This design comes from an exercise in tuning for small area and a short achievable clock period on the open sky130 flow, not from production work.
In this exercise RTL edits were held to simulation tests only and were not proved equivalent to the original.
No activity file was given, so power comes from the tool's default toggle rates.

==> design/flow/design.v <==
package mem_pkg;
    typedef enum logic [1:0] {IDLE, WAIT, DONE} state_t;
    localparam int AW_DEF = 8;
    localparam int DW_DEF = 8;
    localparam logic RD = 1'b1;
    localparam logic WR = 1'b0;
endpackage
module mem_array (
    input  logic        CLK,
    input  logic [15:0] wrow,
    input  logic [15:0] wrow_n,
    input  logic [15:0] wcol,
    input  logic [15:0] wcol_n,
    input  logic [15:0] hi,
    input  logic [15:0] lo0,
    input  logic [15:0] lo1,
    input  logic [7:0]  wdata0,
    input  logic [7:0]  wdata1,
    output logic [7:0]  rdata
);
    logic [7:0] mem [256];
    logic [7:0] row_q [16];
    logic [255:0] csel;
    always_comb
        for (int w = 0; w < 256; w++)
            csel[w] = (w < 128) ? lo0[w%16] : lo1[w%16];
    logic       p_q;
    logic [7:0] wenc0, wenc1;
    logic [255:0] we, hold;
    always_ff @(posedge CLK) p_q <= ~p_q;
    assign wenc0 = wdata0 ^ {8{p_q}};
    assign wenc1 = wdata1 ^ {8{p_q}};
    always_comb
        for (int w = 0; w < 256; w++) begin
            we[w]   = ~(wrow_n[w/16] | wcol_n[w%16]);
            hold[w] = ~(wrow[w/16] & wcol[w%16]);
        end
    always_ff @(posedge CLK)
        for (int w = 0; w < 256; w++)
            mem[w] <= ~((mem[w] & {8{hold[w]}}) | (((w < 128) ? wenc0 : wenc1) & {8{we[w]}}));
    always_ff @(posedge CLK)
        for (int h = 0; h < 16; h++) begin
            logic [7:0] row;
            row = '0;
            for (int l = 0; l < 16; l++)
                row = row | (mem[16*h+l] & {8{csel[16*h+l]}});
            row_q[h] <= row;
        end
    always_comb begin
        rdata = '0;
        for (int h = 0; h < 16; h++)
            rdata = rdata | (row_q[h] & {8{hi[h]}});
        rdata = rdata ^ {8{~p_q}};
    end
endmodule
module mem_responder (
    input  logic       CLK,
    input  logic       RST_N,
    input  logic [7:0] bus_in,
    input  logic       MAR_in,
    input  logic       MBR_in,
    input  logic       MBR_out,
    input  logic       WMFC,
    input  logic       rnw,
    output logic [7:0] bus_out,
    output logic       bus_oe,
    output logic       MFC,
    output logic       busy
);
    logic [7:0]  mar;
    logic [15:0] hi_q, lo0_q, lo1_q;    
    logic [7:0]  wd0_q, wd1_q;          
    logic [7:0]  mbr_o, mbr_n;
    logic [1:0]  cnt;
    logic        op;
    logic        busy_o, idle_q;
    logic        mfc_o, ndone_q;
    logic [15:0] wrow;             
    logic [15:0] wrow_n;           
    logic [15:0] wcol;             
    logic [15:0] wcol_n;           
    logic        rstb;             
    logic [7:0]  rdata;
    logic        in_idle, in_wait, in_done;
    logic        go, fire, release_;
    logic        busy_d, mfc_d;
    logic [7:0]  mbr_d;
    assign in_idle  = idle_q;
    assign in_wait  = !idle_q && ndone_q;
    assign in_done  = !ndone_q;
    assign go       = in_idle && WMFC;           
    assign fire     = in_wait && (cnt == 2'd0);  
    assign release_ = in_done && !WMFC;          
    mem_array u_mem (
        .CLK   (CLK),
        .wrow  (wrow),
        .wrow_n(wrow_n),
        .wcol  (wcol),
        .wcol_n(wcol_n),
        .hi    (hi_q),
        .lo0   (lo0_q),
        .lo1   (lo1_q),
        .wdata0(wd0_q),
        .wdata1(wd1_q),
        .rdata (rdata)
    );
    always_ff @(posedge CLK) begin
        hi_q  <= 16'd1 << mar[7:4];
        lo0_q <= mar[7] ? 16'd0 : (16'd1 << mar[3:0]);
        lo1_q <= mar[7] ? (16'd1 << mar[3:0]) : 16'd0;
        wcol   <= (in_wait && (cnt == 2'd1) && (op == mem_pkg::WR)) ? lo0_q | lo1_q : 16'd0;
        wcol_n <= (in_wait && (cnt == 2'd1) && (op == mem_pkg::WR)) ? ~(lo0_q | lo1_q) : 16'hffff;
    end
    always_ff @(posedge CLK) begin
        wd0_q <= mar[7] ? 8'h00 : ~mbr_n;
        wd1_q <= mar[7] ? ~mbr_n : 8'h00;
    end
    assign busy_d = go ? 1'b1 : release_ ? 1'b0 : !idle_q;
    assign mfc_d  = fire ? 1'b1 : release_ ? 1'b0 : !ndone_q;
    assign mbr_d  = (in_idle && MBR_in) ? bus_in : rstb ? rdata : ~mbr_n;
    always_ff @(posedge CLK or negedge RST_N) begin
        if (!RST_N) begin
            busy_o  <= 1'b0;
            idle_q  <= 1'b1;
            mfc_o   <= 1'b0;
            ndone_q <= 1'b1;
            cnt     <= '0;
            op      <= 1'b0;
            wrow    <= '0;
            wrow_n  <= '1;
            rstb    <= 1'b0;
            mar     <= '0;
            mbr_o   <= '0;
            mbr_n   <= '1;
        end else begin
            busy_o  <= busy_d;
            idle_q  <= !busy_d;
            mfc_o   <= mfc_d;
            ndone_q <= !mfc_d;
            mbr_o   <= mbr_d;
            mbr_n   <= ~mbr_d;
            if (go) begin
                op  <= rnw;
                cnt <= 2'd2;
            end
            if (in_wait) begin
                if (cnt != 2'd0) cnt <= cnt - 2'd1;
                wrow   <= ((cnt == 2'd1) && (op == mem_pkg::WR)) ? hi_q : '0;
                wrow_n <= ((cnt == 2'd1) && (op == mem_pkg::WR)) ? ~hi_q : '1;
                rstb <= (cnt == 2'd1) && (op == mem_pkg::RD);
            end
            if (in_idle && MAR_in) mar <= bus_in;
        end
    end
    assign MFC     = mfc_o;
    assign busy    = busy_o;
    assign bus_out = mbr_o;
    assign bus_oe  = MBR_out;
endmodule
==> design/flow/run.sh <==
#!/bin/bash
# synth_recipe.tcl (not shown) runs the flow's synth.tcl, then flattens the netlist and writes it again
# the make line also repeats each setting of config.mk as NAME=value (left out here)
make -C /OpenROAD-flow-scripts/flow DESIGN_CONFIG=/design/flow/config.mk WORK_HOME=/design/flow/orfs CLKGATE_MAP_FILE= SYNTH_SCRIPT=/design/flow/synth_recipe.tcl finish
==> design/flow/config.mk <==
export PLATFORM = sky130hd
export DESIGN_NAME = mem_responder
export DESIGN_NICKNAME = mem_responder
export VERILOG_FILES = /design/flow/design.v
export SDC_FILE = /design/flow/constraint.sdc
export NUM_CORES = 4
export LEC_CHECK = 0
export CAP_MARGIN = 20
export CORE_MARGIN = 2
export CORE_UTILIZATION = 60
export CTS_CLUSTER_DIAMETER = 90
export CTS_CLUSTER_SIZE = 30
export SETUP_SLACK_MARGIN = 2.35
export SLEW_MARGIN = 20
==> design/flow/constraint.sdc <==
create_clock -name core_clock -period 4.5 [get_ports {CLK}]
set_input_delay 0.9000 -clock core_clock [delete_from_list [all_inputs] [get_ports {CLK}]]
set_output_delay 0.9000 -clock core_clock [all_outputs]
set_load 0.01 [all_outputs]
==> results of run 1 <==
-- layout by cell type, fill, tap and decap left out, drive strengths merged, types with 12 or more instances in the layout --
master and instances:
clkdlybuf4s50 12, a221oi 544, nand2 265, inv 20, clkbuf 117, xor2 21, a22o 561, dfrtp 38
nand3b 12, dfxtp 2273, a21oi 17, nor2 324, diode 12, a22oi 2048, dfstp 26, nand4 136
o21ai 19, buf 121
-- routing by layer --
metal,up-vias,GRT usage (%)
met1,33265,58.5
met4,10,20.6
met2,4713,62.5
met5,-,0
li1,27087,-
met3,837,11.1
-- timing repair --
item                                    4_1_cts  5_1_grt
endpoints found under the setup margin     1412       48
setup buffers                                 8        2
pin swaps                                    10        8
gates resized for setup                      75       29
cloned                                        5        0
-- final timing paths --
path	endpoint	slack, ns	cells after the start
setup / recovery	bus_out[5]	2.18	1
hold / removal	wrow[7]$_DFFE_PN0P_	0.21	1
setup reg to reg	u_mem.row_q[12][6]$_DFF_P_	2.23	3
hold reg to reg	u_mem.mem[235][3]$_DFF_P_	0.46	1
max in group asynchronous	wrow_n[10]$_DFFE_PN1P_	3.36	2
min in group core_clock	u_mem.mem[235][3]$_DFF_P_	0.46	1
-- stage by stage --
step	util (%)	cells	total power (uW)	hold slack [ns]	area, um2
floorplan	-	6979	29800	0.432	79000
detailed placement	61.2	8243	35900	0.446	80300
global placement	61.2	8243	36000	0.440	80300
finish	63.4	8388	46600	0.209	83100
global route	63.4	8376	47400	0.223	83100
CTS	63.2	8374	45700	0.215	82900
-- cell type report --
| cell class | count | area (um2) | area share [%] |
|---|---|---|---|
| repair buffers | 133 | 1510 | 1.82 |
| clock buffers | 117 | 2330 | 2.81 |
| flip-flops and latches | 2337 | 47300 | 56.9 |
| diodes | 12 | 30.0 | 0.0361 |
| inverters | 20 | 75.1 | 0.0903 |
| multi-input cells | 4013 | 29700 | 35.7 |
| well taps | 1755 | 2200 | 2.64 |
| clock inverters | 1 | 5.00 | 0.00602 |
-- report_power, final --
| part | internal, uW | switching, uW | leakage [uW] |
|---|---|---|---|
| Sequential | 21300 | 1540 | 0.0199 |
| Clock | 3680 | 6350 | 0.00113 |
| Combinational | 4000 | 9710 | 0.0142 |
| Total | 29000 | 17600 | 0.0353 |
-- sequential cells by signal, indices dropped and copies added, names as in the netlist, 8 cells and up, named ones only --
register and cells:
wrow 16, u_mem.mem 2048, u_mem.row_q 128, hi_q 16, wcol 16, wd0_q 8, mar 8, lo0_q 16
wcol_n 16, mbr_o 8, lo1_q 16, wrow_n 16, wd1_q 8
-- cells by family (layout without fill, tap and decap cells) --
kind of cell,Yosys count,count (layout)
AOI/OAI and AO/OA,3206,3206
other,0,12
xor gates and xnor gates,24,29
DFF,2337,2337
and+or+nand+nor,769,769
muxes,9,9
buffers and inverters,634,271
==> results.toml, run 1 <==
[run_status]
outcome = "timing/DRC/antenna clean"

[logic_synthesis]
synthArstFlopShare_pct = 2.74
synth_top_cell_area_share_pct = 57.6
synth_area_leaders = "dfxtp_1 (58%), a22oi_1 (19%), a22o_1 (6.2%), a221oi_1 (6.0%), buf_2 (1.6%)"
netlist_instances = 6979
synth_compound_area_share_pct = 32.2
synth.mux.area_fraction_pct = 0.128
synth_most_common_cell = "dfxtp_1"
synth-xor-area-share_pct = 0.266
synth_seq_cells = 2337
synth_adder_area_share_pct = 0
synth_cell_types = 39
synth_top_family_by_area = "compound AO/OA/AOI/OAI gates"
yosysTopAreaCell = "dfxtp_1"
synth_area_um2 = 79000
synthSimpleGateAreaFrac_pct = 4.24
synthFlopType = "dfxtp_1"
synth_nets = 6994
synth_edf_count = 0
synth_seq_area_share_pct = 59.7
synthTopCellsByCount = "dfxtp_1 (2273), a22oi_1 (2048), a22o_1 (560)"
syn_avg_cell_area_um2 = 11.3
yosysWarnings = 4

[critical_path]
r2r_start = "lo1_q[4]$_SDFF_PN0_"
path_cells = "buf_6"
path_buf_inv = 1
critical_path_required_ns = 3.60
cp_max_fo = 1
slowest_delay_ns = 0.50
arrival_ns = 1.42
crit_family = "flip-flops"
crit_start = "mbr_o[5]$_DFF_PN0_"
crit_type = "reg -> out"
start_kind = "flip-flop"
cp-end-kind = "output pin"
cp_slowest_cell = "dfrtp_2"

[timing]
max_freq_mhz = 431
setup_viol = 0
max_slew_margin_pct = 9.86
rsz0062_at_grt = "yes"
timing.final.hold_violations = 0
worst_slew_pin_slew_ns = 1.35
fin_crit_ns = 2.32
skew_ns = 0.0263
setup_ws_ns = 2.18
period_share_pct = 51.5
tns_ns = 0
maxSlewViolCount = 0

[route]
met3_length_mm = 38.0
detail-route-antenna-nets = 0
wl_met2_mm = 128
drt-initial-drc-count = 11884
postRouteWirelength_mm = 300
topRoutingLayerUsed = "met5"
drc = 0
wl_met1_mm = 116
first_pass_iters = 10
via_per_inst = 7.86
wire_per_inst_um = 35.8
vias = 65912

[global_route]
grt_pass1_wl_mm = 428
grt_pass1_vias = 60140
antenna_found_initial = 12
grt_usage_pct = 42.6
grt_max_degree = 129
grt.overflow.total = 0

[clock_network]
clock_path_buffers = 3
cts.sinks = 2337
path_clk_slew_ns = 0.12
cts_root_buffer = "clkbuf_16"
numCtsBuffers = 87
htreeDepth = 3
postCtsHoldBufs = 0
worstSkewPairLatency_ns = 0.76
cts_tree = "yes"

[die]
die_h_um = 367
core_area_um2 = 131000
die_area_um2 = 135000
die-width_um = 367
io_pins = 26
row_count = 133
start_util_pct = 60.2

[flow_run]
max_cap_viol_count = 0

[power]
p_leak_uw = 0.0353
powerDensity_nw_per_um2 = 561
ir_worst_vdd_uv = 547

[min_path]
hp-class = "in -> async"

[place]
place_congestion = 0.995
port_buffers = 23
place_ws_ns = 1.37
dpl.hpwl_mm = 181

[final_layout]
filler_cell_count = 10789
area_growth_pct = 5.23
drive_above_1_share_pct = 5.80
fin_nets = 6607
==> run 2: changes to the inputs <==
--- a/design/flow/config.mk
+++ b/design/flow/config.mk
@@ -9,6 +9,7 @@
 export CORE_MARGIN = 2
-export CORE_UTILIZATION = 60
+export CORE_UTILIZATION = 70
 export CTS_CLUSTER_DIAMETER = 90
 export CTS_CLUSTER_SIZE = 30
-export SETUP_SLACK_MARGIN = 2.35
+export PLACE_DENSITY = 0.75
+export SETUP_SLACK_MARGIN = 2.4
 export SLEW_MARGIN = 20
==> run 2 against run 1 <==
- still clean
- combinational power hardly changed
- area after synthesis stayed put
- sequential power hardly changed
- largest cell class unchanged
- largest power group unchanged
- highest routed layer unchanged
==> results.toml, run 2 <==
[global_route]
grt_pass1_vias = 61712
grt_use_met3_pct = 15.5
antenna_found_initial = 23
grt_usage_pct = 47.7
grt_pass1_wl_mm = 415
grt.overflow.total = 0
grt.busiest_layer = "met2"
grt_max_degree = 129
met1_usage_pct = 62.7
grt_util_met2_pct = 67.5

[die]
core_area_um2 = 112000
die_h_um = 340
die-width_um = 340
start_util_pct = 70.4
die_area_um2 = 116000
io_pins = 26
row_count = 123

[timing]
worst_slew_pin_slew_ns = 1.37
period_share_pct = 51.3
fin_crit_ns = 2.31
skew_ns = 0.0329
max_freq_mhz = 433
rsz0062_at_grt = "yes"
hold_slack_ns = 0.222
tns_ns = 0
timing.final.hold_violations = 0
max_slew_margin_pct = 8.37
maxSlewViolCount = 0
setup_viol = 0

[place]
port_buffers = 23
place_congestion = 0.942
dp_cells = 7983
dpl.hpwl_mm = 171

[clock_network]
cts_tree = "yes"
htreeDepth = 3
worstSkewPairLatency_ns = 0.75
path_clk_slew_ns = 0.11
numCtsBuffers = 87
postCtsHoldBufs = 0
cts.sinks = 2337
clock_path_buffers = 3
cts_root_buffer = "clkbuf_16"

[power]
powerDensity_nw_per_um2 = 558
ir_worst_vdd_uv = 549
p_leak_uw = 0.0353

[critical_path]
cp-end-kind = "output pin"
critical_path_required_ns = 3.60
cp_slowest_cell = "dfrtp_2"
path_cells = "buf_6"
cp_max_fo = 1
slowest_delay_ns = 0.51
path_buf_inv = 1
start_kind = "flip-flop"
r2r_start = "lo0_q[3]$_SDFF_PP0_"
arrival_ns = 1.41
crit_family = "flip-flops"
crit_type = "reg -> out"
crit_start = "busy_o$_DFF_PN0_"

[logic_synthesis]
synth_area_leaders = "dfxtp_1 (58%), a22oi_1 (19%), a22o_1 (6.2%), a221oi_1 (6.0%), buf_2 (1.6%)"
syn_avg_cell_area_um2 = 11.3
synth_top_cell_area_share_pct = 57.6
synth_cell_types = 39
synth_edf_count = 0
synthTopCellsByCount = "dfxtp_1 (2273), a22oi_1 (2048), a22o_1 (560)"
synthFlopType = "dfxtp_1"
synth_area_um2 = 79000
synth_most_common_cell = "dfxtp_1"
yosysWarnings = 4
yosysTopAreaCell = "dfxtp_1"
synthArstFlopShare_pct = 2.74
synth_seq_cells = 2337
netlist_instances = 6979
synth_seq_area_share_pct = 59.7
synth_nets = 6994

[final_layout]
multi_input_area_um2 = 29800
drive_above_1_share_pct = 6.13
ff_latch_area_um2 = 47300
area_growth_pct = 5.09
fin_nets = 6609
final_common_cell = "dfxtp_1"
largest_register_ffs = 2048
reg_top3 = "u_mem.mem x2048, u_mem.row_q x128"
post_layout_nonfiller_instances = 8144
mostFrequentLayoutCells = "dfxtp_1 (2206), a22oi_1 (2048), a22o_1 (560)"
filler_cell_count = 7931
largest-register = "u_mem.mem"

[route]
first_pass_iters = 9
drt-initial-drc-count = 12149
detail-route-antenna-nets = 0
drc = 0
vias = 66737
via_per_inst = 8.19
postRouteWirelength_mm = 290
wire_per_inst_um = 35.6

[run_status]
outcome = "timing/DRC/antenna clean"

[flow_run]
max_cap_viol_count = 0

[min_path]
hp-class = "in -> async"
-- run 2: cell counts after synthesis --
No cell type changed its count.
-- run 2: power by group --
part           internal [uW]  switching, uW
sequential             21300           1320
clock                   3670           6270
combinational           4010           9760
total                  29000          17300
-- run 2: final timing paths --
| check | slack [ns] | to | cells past startpoint |
|---|---|---|---|
| max | 2.19 | busy | 1 |
| max reg2reg | 2.28 | u_mem.row_q[6][0]$_DFF_P_ | 3 |
| min reg2reg | 0.46 | u_mem.mem[172][4]$_DFF_P_ | 1 |
| max in group asynchronous | 3.30 | ndone_q$_DFF_PN1_ | 2 |
| min | 0.22 | wrow[7]$_DFFE_PN0P_ | 1 |
| min in group core_clock | 0.46 | u_mem.mem[172][4]$_DFF_P_ | 1 |
-- run 2: layer usage --
metal	vias up	routed length (um)
met2	5662	121000
met5	-	299
met1	32678	103000
met3	1233	42500
li1	27120	-
met4	44	23000
-- run 2: cell families (layout without fill, tap and decap cells) --
group / Yosys count / after routing / synth area share, %
compound gates: 3206 / 3206 / 32.2
xor+xnor: 24 / 27 / 0.266
buf+inv: 634 / 272 / 3.53
flops: 2337 / 2337 / 59.7
mux: 9 / 9 / 0.128
other cells: 0 / 24 / 0
simple gates: 769 / 769 / 4.24
-- run 2: metrics by stage --
stage	utilization, %	setup WS, ns	area [um2]	power (uW)
6_report	74.0	2.19	83000	46400
5_1_grt	74.0	2.19	83000	47000
4_1_cts	73.6	2.18	82500	45100
3_5_place_dp	71.1	1.48	79800	35400
3_3_place_gp	71.1	1.41	79800	35400
2_1_floorplan	-	2.58	79000	29800
-- run 2: final cells by class --
class                           instances  share of cell area (%)
Timing Repair Buffer                  137                    1.85
Clock buffer                          110                    2.78
Tap cell                             1500                    2.26
Clock inverter                          5                  0.0482
Sequential cell                      2337                    57.0
Multi-Input combinational cell       4011                    35.9
Inverter                               20                  0.0904
Antenna cell                           24                  0.0723
-- run 2: repair_timing --
action	in CTS	in global routing
resized for setup	84	44
endpoints found under the hold margin	0	0
setup buffers	12	5
cloned	3	1
pin swaps	14	10
endpoints found under the setup margin	1424	287

static timing again, ports no longer ideal:
How much do the figures lean on ideal ports? The routed layouts below were timed once more, with nothing changed but the port constraints.
Step 1 (the two cells are an assumption about what drives the block):
set clk [get_ports {CLK}]
set_driving_cell -lib_cell sky130_fd_sc_hd__clkbuf_16 $clk
set_driving_cell -lib_cell sky130_fd_sc_hd__buf_2 [delete_from_list [all_inputs] $clk]
Step 2 times the ports against the registers' clock, not the clock port: input delays grow and output delays shrink by t, the midpoint of the rising clock arrivals with the driver on.
a / b / c = ideal / step 1 / step 2; a / b = the first two.
run | t, ns | setup WS [ns] | hold WS [ns] | slew at the worst register clock pin (ns) | cell pins on the clock port's net
run 1 | 0.834 | 2.182 / 2.093 / 1.689 | 0.209 / 0.212 / 0.459 | 0.12 / 0.12 | 1
run 2 | 0.821 | 2.193 / 2.108 / 1.785 | 0.222 / 0.166 / 0.459 | 0.12 / 0.12 | 1
After both steps every run listed still meets setup and hold. For run 1, which loses most, drivers alone change the setup slack by -0.089 ns; drivers and shift together by -0.493 ns.
